Source: an optimization exercise on an open RTL-to-GDS flow (aim: small area). Production flows keep margins and buffers that such runs may drop.
Function was checked by simulation only, so behaviour that the tests miss may differ from the original.
Power and IR drop assume default switching activity.

==> inputs of 11-24 <==
==> flow/design.v (excerpt) <==
module regfile_ext_sb (
    input  logic        clk,
    input  logic        rst_n,
    input  logic        we,
    input  logic [2:0]  wmode,
    input  logic [4:0]  waddr,
    input  logic [31:0] wdata,
    input  logic [1:0]  byte_off,
    input  logic [31:0] pc,
    input  logic [9:0]  raddr,
    output logic [63:0] rdata,
    input  logic        issue_ld,
    input  logic [4:0]  ld_rd,
    output logic [31:0] busy,
    output logic        stall,
    output logic        misalign
);
    logic [31:0] regs_q [1:31];
    logic [31:1] busy_q;
    logic        misalign_q;
    logic [31:0] wv;
    logic        legal, misal;
    rf_wval u_wval (
        .wmode(wmode), .wdata(wdata), .byte_off(byte_off), .pc(pc),
        .wv(wv), .legal(legal), .misal(misal)
    );
    logic [31:1] wrow, hrow;
    rf_wdec u_wdec (
        .en(we & legal), .rst_n(rst_n), .a(waddr), .wrow(wrow), .hrow(hrow)
    );
    for (genvar i = 1; i < 32; i++) begin : g_reg
        logic [31:0] nxt;
  ...
export LEC_CHECK = 0
export CAP_MARGIN = 20
export CORE_MARGIN = 2
export CORE_UTILIZATION = 40
export SLEW_MARGIN = 20
export SYNTH_HIERARCHICAL = 1
export SYNTH_MINIMUM_KEEP_SIZE = 0
create_clock -name core_clock -period 10.0 [get_ports {clk}]
standard.sh (not shown) runs the stock make flow with config.mk's settings and CLKGATE_MAP_FILE= SYNTH_SCRIPT=/design/flow/synth_recipe.tcl, a recipe that flattens the netlist after the stock synthesis.
==> flow/flow/run.sh <==
#!/bin/bash
set -euo pipefail
cd "$(dirname "$0")/.."
export BUFFER_PORTS_ARGS="-buffer_cell sky130_fd_sc_hd__buf_1"
export CTS_ARGS="-sink_clustering_enable -repair_clock_nets -buf_list {sky130_fd_sc_hd__clkbuf_8 sky130_fd_sc_hd__clkbuf_16} -dont_use_dummy_load -sink_clustering_size 25 -sink_clustering_max_diameter 70"
bash standard.sh finish > flow_make.log 2>&1
==> inputs of 07-21, as changes to 11-24 <==
--- a/flow/design.v
+++ b/flow/design.v
@@ -21,20 +21,28 @@
     logic [31:0] wv;
     logic        legal, misal;
     rf_wval u_wval (
         .wmode(wmode), .wdata(wdata), .byte_off(byte_off), .pc(pc),
         .wv(wv), .legal(legal), .misal(misal)
     );
+    logic par_q;
+    always_ff @(posedge clk) begin
+        par_q <= rst_n && !par_q;
+    end
+    logic [31:0] wst;
+    for (genvar b = 0; b < 32; b++) begin : g_wst
+        rf_xor2s u_x (.a(wv[b]), .b(par_q), .y(wst[b]));
+    end
     logic [31:1] wrow, hrow;
     rf_wdec u_wdec (
         .en(we & legal), .rst_n(rst_n), .a(waddr), .wrow(wrow), .hrow(hrow)
     );
     for (genvar i = 1; i < 32; i++) begin : g_reg
         logic [31:0] nxt;
         for (genvar b = 0; b < 32; b++) begin : g_bit
-            rf_hold u_hold (.q(regs_q[i][b]), .h(hrow[i]), .d(wv[b]), .w(wrow[i]), .y(nxt[b]));
+            rf_hold u_hold (.q(regs_q[i][b]), .w(wrow[i]), .d(wst[b]), .h(hrow[i]), .y(nxt[b]));
         end
         always_ff @(posedge clk) begin
             regs_q[i] <= nxt;
         end
     end
     logic [31:1] busy_d;
@@ -46,23 +54,24 @@
         busy_q     <= busy_d;
         misalign_q <= rst_n && we && misal;
     end
     logic [1:0] st;
     for (genvar k = 0; k < 2; k++) begin : g_port
         logic [31:0] s;
+        logic p;
         rf_rdec u_rdec (
             .en(we & legal), .a(raddr[5*k +: 5]), .waddr(waddr), .busy_q(busy_q),
-            .s(s), .st(st[k])
+            .par(par_q), .s(s), .p(p), .st(st[k])
         );
         for (genvar b = 0; b < 32; b++) begin : g_bit
             logic [31:0] d;
-            assign d[0] = wv[b];
+            assign d[0] = wst[b];
             for (genvar i = 1; i < 32; i++) begin : g_d
                 assign d[i] = regs_q[i][b];
             end
-            rf_sel32 u_sel (.d(d), .s(s), .y(rdata[32*k+b]));
+            rf_sel32 u_sel (.d(d), .s(s), .p(p), .y(rdata[32*k+b]));
         end
     end
     assign stall    = |st;
     assign busy     = {busy_q, 1'b0};
     assign misalign = misalign_q;
 endmodule
@@ -159,48 +168,74 @@
     input  logic [1:0] s,
     input  logic       e,
     output logic       y
 );
     assign y = |(d & s) | e;
 endmodule
-module rf_pre2n (
-    input  logic [1:0] a,
-    output logic [3:0] y_n
+module rf_and3 (
+    input  logic a,
+    input  logic b,
+    input  logic c,
+    output logic y
 );
-    assign y_n = ~(4'b0001 << a);
+    assign y = a & b & c;
 endmodule
-module rf_pre3n (
+module rf_dec3 (
     input  logic [2:0] a,
-    input  logic       en,
-    output logic [7:0] y_n
+    output logic [7:0] y
 );
-    assign y_n = ~({7'd0, en} << a);
+    assign y = 8'b0000_0001 << a;
 endmodule
-module rf_nor2 (
+module rf_xor2s (
     input  logic a,
     input  logic b,
     output logic y
 );
-    assign y = ~(a | b);
+    logic x;
+    rf_xnor2 u_x (.a(a), .b(b), .y(x));
+    rf_inv u_i (.a(x), .y(y));
+endmodule
+module rf_xnor2 (
+    input  logic a,
+    input  logic b,
+    output logic y
+);
+    assign y = ~(a ^ b);
+endmodule
+module rf_inv (
+    input  logic a,
+    output logic y
+);
+    assign y = ~a;
 endmodule
 module rf_wdec (
     input  logic        en,
     input  logic        rst_n,
     input  logic [4:0]  a,
     output logic [31:1] wrow,
     output logic [31:1] hrow
 );
-    logic [3:0] lo_n;
-    logic [7:0] hi_n;
-    rf_pre2n u_lo (.a(a[1:0]), .y_n(lo_n));
-    rf_pre3n u_hi (.a(a[4:2]), .en(en & rst_n), .y_n(hi_n));
+    logic [3:0] lo;
+    logic [7:0] hie, hi;
+    rf_pre2 u_lo (.a(a[1:0]), .y(lo));
+    rf_pre3 u_hie (.a(a[4:2]), .en(en), .y(hie));
+    rf_pre3 u_hi (.a(a[4:2]), .en(en & rst_n), .y(hi));
     for (genvar i = 1; i < 32; i++) begin : g_row
-        rf_nor2 u_w (.a(lo_n[i%4]), .b(hi_n[i/4]), .y(wrow[i]));
-        rf_nor2 u_h (.a(wrow[i]), .b(~rst_n), .y(hrow[i]));
+        logic wn;
+        rf_nand2 u_wn (.a(lo[i%4]), .b(hie[i/4]), .y(wn));
+        rf_nand2 u_w (.a(wn), .b(rst_n), .y(wrow[i]));
+        rf_nand2 u_h (.a(lo[i%4]), .b(hi[i/4]), .y(hrow[i]));
     end
 endmodule
+module rf_nand2 (
+    input  logic a,
+    input  logic b,
+    output logic y
+);
+    assign y = ~(a & b);
+endmodule
 module rf_pre2 (
     input  logic [1:0] a,
     output logic [3:0] y
 );
     assign y = 4'b0001 << a;
 endmodule
@@ -221,35 +256,38 @@
 );
     logic [3:0] lo;
     logic [7:0] hi;
     rf_pre2 u_lo (.a(ld_rd[1:0]), .y(lo));
     rf_pre3 u_hi (.a(ld_rd[4:2]), .en(issue_ld & rst_n), .y(hi));
     for (genvar i = 1; i < 32; i++) begin : g_row
-        rf_hold u_b (.q(busy_q[i]), .h(hrow[i]), .d(lo[i%4]), .w(hi[i/4]), .y(busy_d[i]));
+        rf_busy u_b (.q(busy_q[i]), .h(hrow[i]), .r(rst_n), .d(lo[i%4]), .w(hi[i/4]), .y(busy_d[i]));
     end
 endmodule
 module rf_rdec (
     input  logic        en,
     input  logic [4:0]  a,
     input  logic [4:0]  waddr,
     input  logic [31:1] busy_q,
+    input  logic        par,
     output logic [31:0] s,
+    output logic        p,
     output logic        st
 );
     logic byp;
     assign byp  = en && (a != 5'd0) && (waddr == a);
     assign s[0] = byp;
-    logic [3:0] lo_n, lo;
-    logic [7:0] hi_n, hi;
-    rf_pre2n u_lon (.a(a[1:0]), .y_n(lo_n));
-    rf_pre3n u_hin (.a(a[4:2]), .en(!byp), .y_n(hi_n));
+    assign p    = par && (a != 5'd0);
+    logic [3:0] lo;
+    logic [7:0] hi;
+    logic       nbyp;
+    assign nbyp = !byp;
+    rf_pre2 u_lo (.a(a[1:0]), .y(lo));
+    rf_dec3 u_hi (.a(a[4:2]), .y(hi));
     for (genvar i = 1; i < 32; i++) begin : g_row
-        rf_nor2 u_s (.a(lo_n[i%4]), .b(hi_n[i/4]), .y(s[i]));
+        rf_and3 u_s (.a(lo[i%4]), .b(hi[i/4]), .c(nbyp), .y(s[i]));
     end
-    rf_pre2 u_lo (.a(a[1:0]), .y(lo));
-    assign hi = 8'b0000_0001 << a[4:2];
     logic [7:0] t;
     rf_sel3 u_t0 (.d(busy_q[3:1]), .s(lo[3:1]), .y(t[0]));
     for (genvar h = 1; h < 8; h++) begin : g_grp
         rf_sel4 u_t (.d(busy_q[4*h +: 4]), .s(lo), .y(t[h]));
     end
     rf_sel8 u_st (.d(t), .s(hi), .y(st));
@@ -274,48 +312,60 @@
     output logic       y
 );
     assign y = |(d & s);
 endmodule
 module rf_hold (
     input  logic q,
+    input  logic w,
+    input  logic d,
     input  logic h,
+    output logic y
+);
+    assign y = ~((q | w) & (d | h));
+endmodule
+module rf_busy (
+    input  logic q,
+    input  logic h,
+    input  logic r,
     input  logic d,
     input  logic w,
     output logic y
 );
-    assign y = (q & h) | (d & w);
+    assign y = (q & h & r) | (d & w);
 endmodule
 module rf_sel32 (
     input  logic [31:0] d,
     input  logic [31:0] s,
+    input  logic        p,
     output logic        y
 );
     logic [9:0] t;
     for (genvar g = 0; g < 10; g++) begin : g_aoi
         rf_aoi222 u_aoi (.d(d[3*g +: 3]), .s(s[3*g +: 3]), .y(t[g]));
     end
-    rf_tail u_tail (.t(t), .d(d[31:30]), .s(s[31:30]), .y(y));
+    rf_tail u_tail (.t(t), .d(d[31:30]), .s(s[31:30]), .p(p), .y(y));
 endmodule
 module rf_aoi222 (
     input  logic [2:0] d,
     input  logic [2:0] s,
     output logic       y
 );
     assign y = ~|(d & s);
 endmodule
 module rf_tail (
     input  logic [9:0] t,
     input  logic [1:0] d,
     input  logic [1:0] s,
+    input  logic       p,
     output logic       y
 );
     logic [2:0] n;
     rf_nand4 u_n0 (.a(t[3:0]), .y(n[0]));
     rf_nand4 u_n1 (.a(t[7:4]), .y(n[1]));
     rf_nand2aoi u_n2 (.t(t[9:8]), .d(d), .s(s), .y(n[2]));
-    rf_or3 u_or (.a(n), .y(y));
+    rf_or3x u_or (.a(n), .p(p), .y(y));
 endmodule
 module rf_nand4 (
     input  logic [3:0] a,
     output logic       y
 );
     assign y = ~&a;
@@ -325,12 +375,28 @@
     input  logic [1:0] d,
     input  logic [1:0] s,
     output logic       y
 );
     assign y = ~(&t & ~|(d & s));
 endmodule
+module rf_or3x (
+    input  logic [2:0] a,
+    input  logic       p,
+    output logic       y
+);
+    logic o;
+    rf_or3 u_or (.a(a), .y(o));
+    rf_xor2 u_xor (.a(o), .b(p), .y(y));
+endmodule
 module rf_or3 (
     input  logic [2:0] a,
     output logic       y
 );
     assign y = |a;
 endmodule
+module rf_xor2 (
+    input  logic a,
+    input  logic b,
+    output logic y
+);
+    assign y = a ^ b;
+endmodule
--- a/flow/config.mk
+++ b/flow/config.mk
@@ -4,10 +4,10 @@
 export VERILOG_FILES = /design/flow/design.v
 export SDC_FILE = /design/flow/constraint.sdc
 export NUM_CORES = 4
 export LEC_CHECK = 0
 export CAP_MARGIN = 20
 export CORE_MARGIN = 2
-export CORE_UTILIZATION = 40
+export CORE_UTILIZATION = 30
 export SLEW_MARGIN = 20
 export SYNTH_HIERARCHICAL = 1
 export SYNTH_MINIMUM_KEEP_SIZE = 0
==> inputs of 01-04, as changes to 11-24 <==
--- a/flow/design.v
+++ b/flow/design.v
@@ -21,20 +21,28 @@
     logic [31:0] wv;
     logic        legal, misal;
     rf_wval u_wval (
         .wmode(wmode), .wdata(wdata), .byte_off(byte_off), .pc(pc),
         .wv(wv), .legal(legal), .misal(misal)
     );
+    logic par_q;
+    always_ff @(posedge clk) begin
+        par_q <= rst_n && !par_q;
+    end
+    logic [31:0] wst;
+    for (genvar b = 0; b < 32; b++) begin : g_wst
+        rf_xor2s u_x (.a(wv[b]), .b(par_q), .y(wst[b]));
+    end
     logic [31:1] wrow, hrow;
     rf_wdec u_wdec (
         .en(we & legal), .rst_n(rst_n), .a(waddr), .wrow(wrow), .hrow(hrow)
     );
     for (genvar i = 1; i < 32; i++) begin : g_reg
         logic [31:0] nxt;
         for (genvar b = 0; b < 32; b++) begin : g_bit
-            rf_hold u_hold (.q(regs_q[i][b]), .h(hrow[i]), .d(wv[b]), .w(wrow[i]), .y(nxt[b]));
+            rf_hold u_hold (.q(regs_q[i][b]), .w(wrow[i]), .d(wst[b]), .h(hrow[i]), .y(nxt[b]));
         end
         always_ff @(posedge clk) begin
             regs_q[i] <= nxt;
         end
     end
     logic [31:1] busy_d;
@@ -46,23 +54,24 @@
         busy_q     <= busy_d;
         misalign_q <= rst_n && we && misal;
     end
     logic [1:0] st;
     for (genvar k = 0; k < 2; k++) begin : g_port
         logic [31:0] s;
+        logic p;
         rf_rdec u_rdec (
             .en(we & legal), .a(raddr[5*k +: 5]), .waddr(waddr), .busy_q(busy_q),
-            .s(s), .st(st[k])
+            .par(par_q), .s(s), .p(p), .st(st[k])
         );
         for (genvar b = 0; b < 32; b++) begin : g_bit
             logic [31:0] d;
             assign d[0] = wv[b];
             for (genvar i = 1; i < 32; i++) begin : g_d
                 assign d[i] = regs_q[i][b];
             end
-            rf_sel32 u_sel (.d(d), .s(s), .y(rdata[32*k+b]));
+            rf_sel32 u_sel (.d(d), .s(s), .p(p), .y(rdata[32*k+b]));
         end
     end
     assign stall    = |st;
     assign busy     = {busy_q, 1'b0};
     assign misalign = misalign_q;
 endmodule
@@ -159,48 +168,52 @@
     input  logic [1:0] s,
     input  logic       e,
     output logic       y
 );
     assign y = |(d & s) | e;
 endmodule
-module rf_pre2n (
-    input  logic [1:0] a,
-    output logic [3:0] y_n
-);
-    assign y_n = ~(4'b0001 << a);
-endmodule
-module rf_pre3n (
-    input  logic [2:0] a,
-    input  logic       en,
-    output logic [7:0] y_n
-);
-    assign y_n = ~({7'd0, en} << a);
-endmodule
-module rf_nor2 (
+module rf_and3 (
     input  logic a,
     input  logic b,
+    input  logic c,
     output logic y
 );
-    assign y = ~(a | b);
+    assign y = a & b & c;
+endmodule
+module rf_dec3 (
+    input  logic [2:0] a,
+    output logic [7:0] y
+);
+    assign y = 8'b0000_0001 << a;
 endmodule
 module rf_wdec (
     input  logic        en,
     input  logic        rst_n,
     input  logic [4:0]  a,
     output logic [31:1] wrow,
     output logic [31:1] hrow
 );
-    logic [3:0] lo_n;
-    logic [7:0] hi_n;
-    rf_pre2n u_lo (.a(a[1:0]), .y_n(lo_n));
-    rf_pre3n u_hi (.a(a[4:2]), .en(en & rst_n), .y_n(hi_n));
+    logic [3:0] lo;
+    logic [7:0] hie, hi;
+    rf_pre2 u_lo (.a(a[1:0]), .y(lo));
+    rf_pre3 u_hie (.a(a[4:2]), .en(en), .y(hie));
+    rf_pre3 u_hi (.a(a[4:2]), .en(en & rst_n), .y(hi));
     for (genvar i = 1; i < 32; i++) begin : g_row
-        rf_nor2 u_w (.a(lo_n[i%4]), .b(hi_n[i/4]), .y(wrow[i]));
-        rf_nor2 u_h (.a(wrow[i]), .b(~rst_n), .y(hrow[i]));
+        logic wn;
+        rf_nand2 u_wn (.a(lo[i%4]), .b(hie[i/4]), .y(wn));
+        rf_nand2 u_w (.a(wn), .b(rst_n), .y(wrow[i]));
+        rf_nand2 u_h (.a(lo[i%4]), .b(hi[i/4]), .y(hrow[i]));
     end
 endmodule
+module rf_nand2 (
+    input  logic a,
+    input  logic b,
+    output logic y
+);
+    assign y = ~(a & b);
+endmodule
 module rf_pre2 (
     input  logic [1:0] a,
     output logic [3:0] y
 );
     assign y = 4'b0001 << a;
 endmodule
@@ -221,35 +234,38 @@
 );
     logic [3:0] lo;
     logic [7:0] hi;
     rf_pre2 u_lo (.a(ld_rd[1:0]), .y(lo));
     rf_pre3 u_hi (.a(ld_rd[4:2]), .en(issue_ld & rst_n), .y(hi));
     for (genvar i = 1; i < 32; i++) begin : g_row
-        rf_hold u_b (.q(busy_q[i]), .h(hrow[i]), .d(lo[i%4]), .w(hi[i/4]), .y(busy_d[i]));
+        rf_busy u_b (.q(busy_q[i]), .h(hrow[i]), .r(rst_n), .d(lo[i%4]), .w(hi[i/4]), .y(busy_d[i]));
     end
 endmodule
 module rf_rdec (
     input  logic        en,
     input  logic [4:0]  a,
     input  logic [4:0]  waddr,
     input  logic [31:1] busy_q,
+    input  logic        par,
     output logic [31:0] s,
+    output logic        p,
     output logic        st
 );
     logic byp;
     assign byp  = en && (a != 5'd0) && (waddr == a);
     assign s[0] = byp;
-    logic [3:0] lo_n, lo;
-    logic [7:0] hi_n, hi;
-    rf_pre2n u_lon (.a(a[1:0]), .y_n(lo_n));
-    rf_pre3n u_hin (.a(a[4:2]), .en(!byp), .y_n(hi_n));
+    assign p    = par && (a != 5'd0) && !byp;
+    logic [3:0] lo;
+    logic [7:0] hi;
+    logic       nbyp;
+    assign nbyp = !byp;
+    rf_pre2 u_lo (.a(a[1:0]), .y(lo));
+    rf_dec3 u_hi (.a(a[4:2]), .y(hi));
     for (genvar i = 1; i < 32; i++) begin : g_row
-        rf_nor2 u_s (.a(lo_n[i%4]), .b(hi_n[i/4]), .y(s[i]));
+        rf_and3 u_s (.a(lo[i%4]), .b(hi[i/4]), .c(nbyp), .y(s[i]));
     end
-    rf_pre2 u_lo (.a(a[1:0]), .y(lo));
-    assign hi = 8'b0000_0001 << a[4:2];
     logic [7:0] t;
     rf_sel3 u_t0 (.d(busy_q[3:1]), .s(lo[3:1]), .y(t[0]));
     for (genvar h = 1; h < 8; h++) begin : g_grp
         rf_sel4 u_t (.d(busy_q[4*h +: 4]), .s(lo), .y(t[h]));
     end
     rf_sel8 u_st (.d(t), .s(hi), .y(st));
@@ -274,48 +290,60 @@
     output logic       y
 );
     assign y = |(d & s);
 endmodule
 module rf_hold (
     input  logic q,
+    input  logic w,
+    input  logic d,
+    input  logic h,
+    output logic y
+);
+    assign y = ~((q | w) & (d | h));
+endmodule
+module rf_busy (
+    input  logic q,
     input  logic h,
+    input  logic r,
     input  logic d,
     input  logic w,
     output logic y
 );
-    assign y = (q & h) | (d & w);
+    assign y = (q & h & r) | (d & w);
 endmodule
 module rf_sel32 (
     input  logic [31:0] d,
     input  logic [31:0] s,
+    input  logic        p,
     output logic        y
 );
     logic [9:0] t;
     for (genvar g = 0; g < 10; g++) begin : g_aoi
         rf_aoi222 u_aoi (.d(d[3*g +: 3]), .s(s[3*g +: 3]), .y(t[g]));
     end
-    rf_tail u_tail (.t(t), .d(d[31:30]), .s(s[31:30]), .y(y));
+    rf_tail u_tail (.t(t), .d(d[31:30]), .s(s[31:30]), .p(p), .y(y));
 endmodule
 module rf_aoi222 (
     input  logic [2:0] d,
     input  logic [2:0] s,
     output logic       y
 );
     assign y = ~|(d & s);
 endmodule
 module rf_tail (
     input  logic [9:0] t,
     input  logic [1:0] d,
     input  logic [1:0] s,
+    input  logic       p,
     output logic       y
 );
     logic [2:0] n;
     rf_nand4 u_n0 (.a(t[3:0]), .y(n[0]));
     rf_nand4 u_n1 (.a(t[7:4]), .y(n[1]));
     rf_nand2aoi u_n2 (.t(t[9:8]), .d(d), .s(s), .y(n[2]));
-    rf_or3 u_or (.a(n), .y(y));
+    rf_or3x u_or (.a(n), .p(p), .y(y));
 endmodule
 module rf_nand4 (
     input  logic [3:0] a,
     output logic       y
 );
     assign y = ~&a;
@@ -325,12 +353,50 @@
     input  logic [1:0] d,
     input  logic [1:0] s,
     output logic       y
 );
     assign y = ~(&t & ~|(d & s));
 endmodule
+module rf_or3x (
+    input  logic [2:0] a,
+    input  logic       p,
+    output logic       y
+);
+    logic o;
+    rf_or3 u_or (.a(a), .y(o));
+    rf_xor2 u_xor (.a(o), .b(p), .y(y));
+endmodule
 module rf_or3 (
     input  logic [2:0] a,
     output logic       y
 );
     assign y = |a;
 endmodule
+module rf_xor2s (
+    input  logic a,
+    input  logic b,
+    output logic y
+);
+    logic x;
+    rf_xnor2 u_x (.a(a), .b(b), .y(x));
+    rf_inv u_i (.a(x), .y(y));
+endmodule
+module rf_xnor2 (
+    input  logic a,
+    input  logic b,
+    output logic y
+);
+    assign y = ~(a ^ b);
+endmodule
+module rf_inv (
+    input  logic a,
+    output logic y
+);
+    assign y = ~a;
+endmodule
+module rf_xor2 (
+    input  logic a,
+    input  logic b,
+    output logic y
+);
+    assign y = a ^ b;
+endmodule
--- a/flow/config.mk
+++ b/flow/config.mk
@@ -4,10 +4,10 @@
 export VERILOG_FILES = /design/flow/design.v
 export SDC_FILE = /design/flow/constraint.sdc
 export NUM_CORES = 4
 export LEC_CHECK = 0
 export CAP_MARGIN = 20
 export CORE_MARGIN = 2
-export CORE_UTILIZATION = 40
+export CORE_UTILIZATION = 30
 export SLEW_MARGIN = 20
 export SYNTH_HIERARCHICAL = 1
 export SYNTH_MINIMUM_KEEP_SIZE = 0
==> impl_results.md <==
- Status: no timing/DRC/antenna violations
- Clk Latency, worst-skew pair: 670 ps
- Total Power: approximately 8300 uW
- Combinational fraction of design power: 0.170
- F_max: between 0.1 and 0.15 GHz
- Area after DPL: 43500 um2
- Reg2Reg Setup Slack: roughly 7400 ps
- RePlAce Congestion: between 0.9 and 1
- GRT met2 Usage: 0.404
- Seq/total area: 0.457
- Simple-gate area share of the yosys netlist: 0.0834
the above is filed under 07-21

==> impl_results.md <==
- Reg2Reg Setup Slack: about 9300 ps
- RePlAce Congestion: around 0.95
- F_max: approximately 0.11 GHz
- Seq/total area: 0.438
- Status: no timing/DRC/antenna violations
- Clk Latency, worst-skew pair: roughly 700 ps
- Simple-gate area share of the yosys netlist: 0.0753
- GRT met2 Usage: 0.544
the above is filed under 11-24

==> impl_results.md <==
- Clk Latency, worst-skew pair: 740 ps
- Seq/total area: 0.453
- Fraction of area in multi-input gates: 0.418
- Total Power: ~8500 uW
- Via count: ~44000
- F_max: between 0.1 and 0.15 GHz
- Area after DPL: between 40000 and 50000 um2
- Status: no timing/DRC/antenna violations
- Combinational fraction of design power: 0.160
- CP endpoint kind: output pin
- R2R Path Start: par_q
- Internal Power: 5910 uW
- GRT met2 Usage: 0.409
the above is filed under 01-04

-- port drivers added, routing unchanged --
No port has a modelled driver above. Below, the same layouts with a new extraction and two added sets of constraints.
Step 1, drivers: a clkbuf_16 drives clk and a buf_2 each remaining input, both assumed.
Step 2 times the ports against the registers' clock, not the clock port: input delays grow and output delays shrink by t, the midpoint of the rising clock arrivals with the driver on.
Slacks: ideal ports / drivers / drivers and shift; pairs: ideal ports / drivers.
run | t, ns | setup slack, ns | slew at the worst register clock pin (ns)
11-24 | 0.748 | 0.853 / 0.829 / 0.829 | 0.11 / 0.11
07-21 | 0.746 | 0.310 / 0.287 / 0.287 | 0.11 / 0.11
01-04 | 0.762 | 0.428 / 0.405 / 0.405 | 0.10 / 0.10
After both steps every run listed still meets setup and hold. The setup slack of 11-24, which loses most, moves by -0.024 ns with the drivers and by -0.024 ns with both steps.
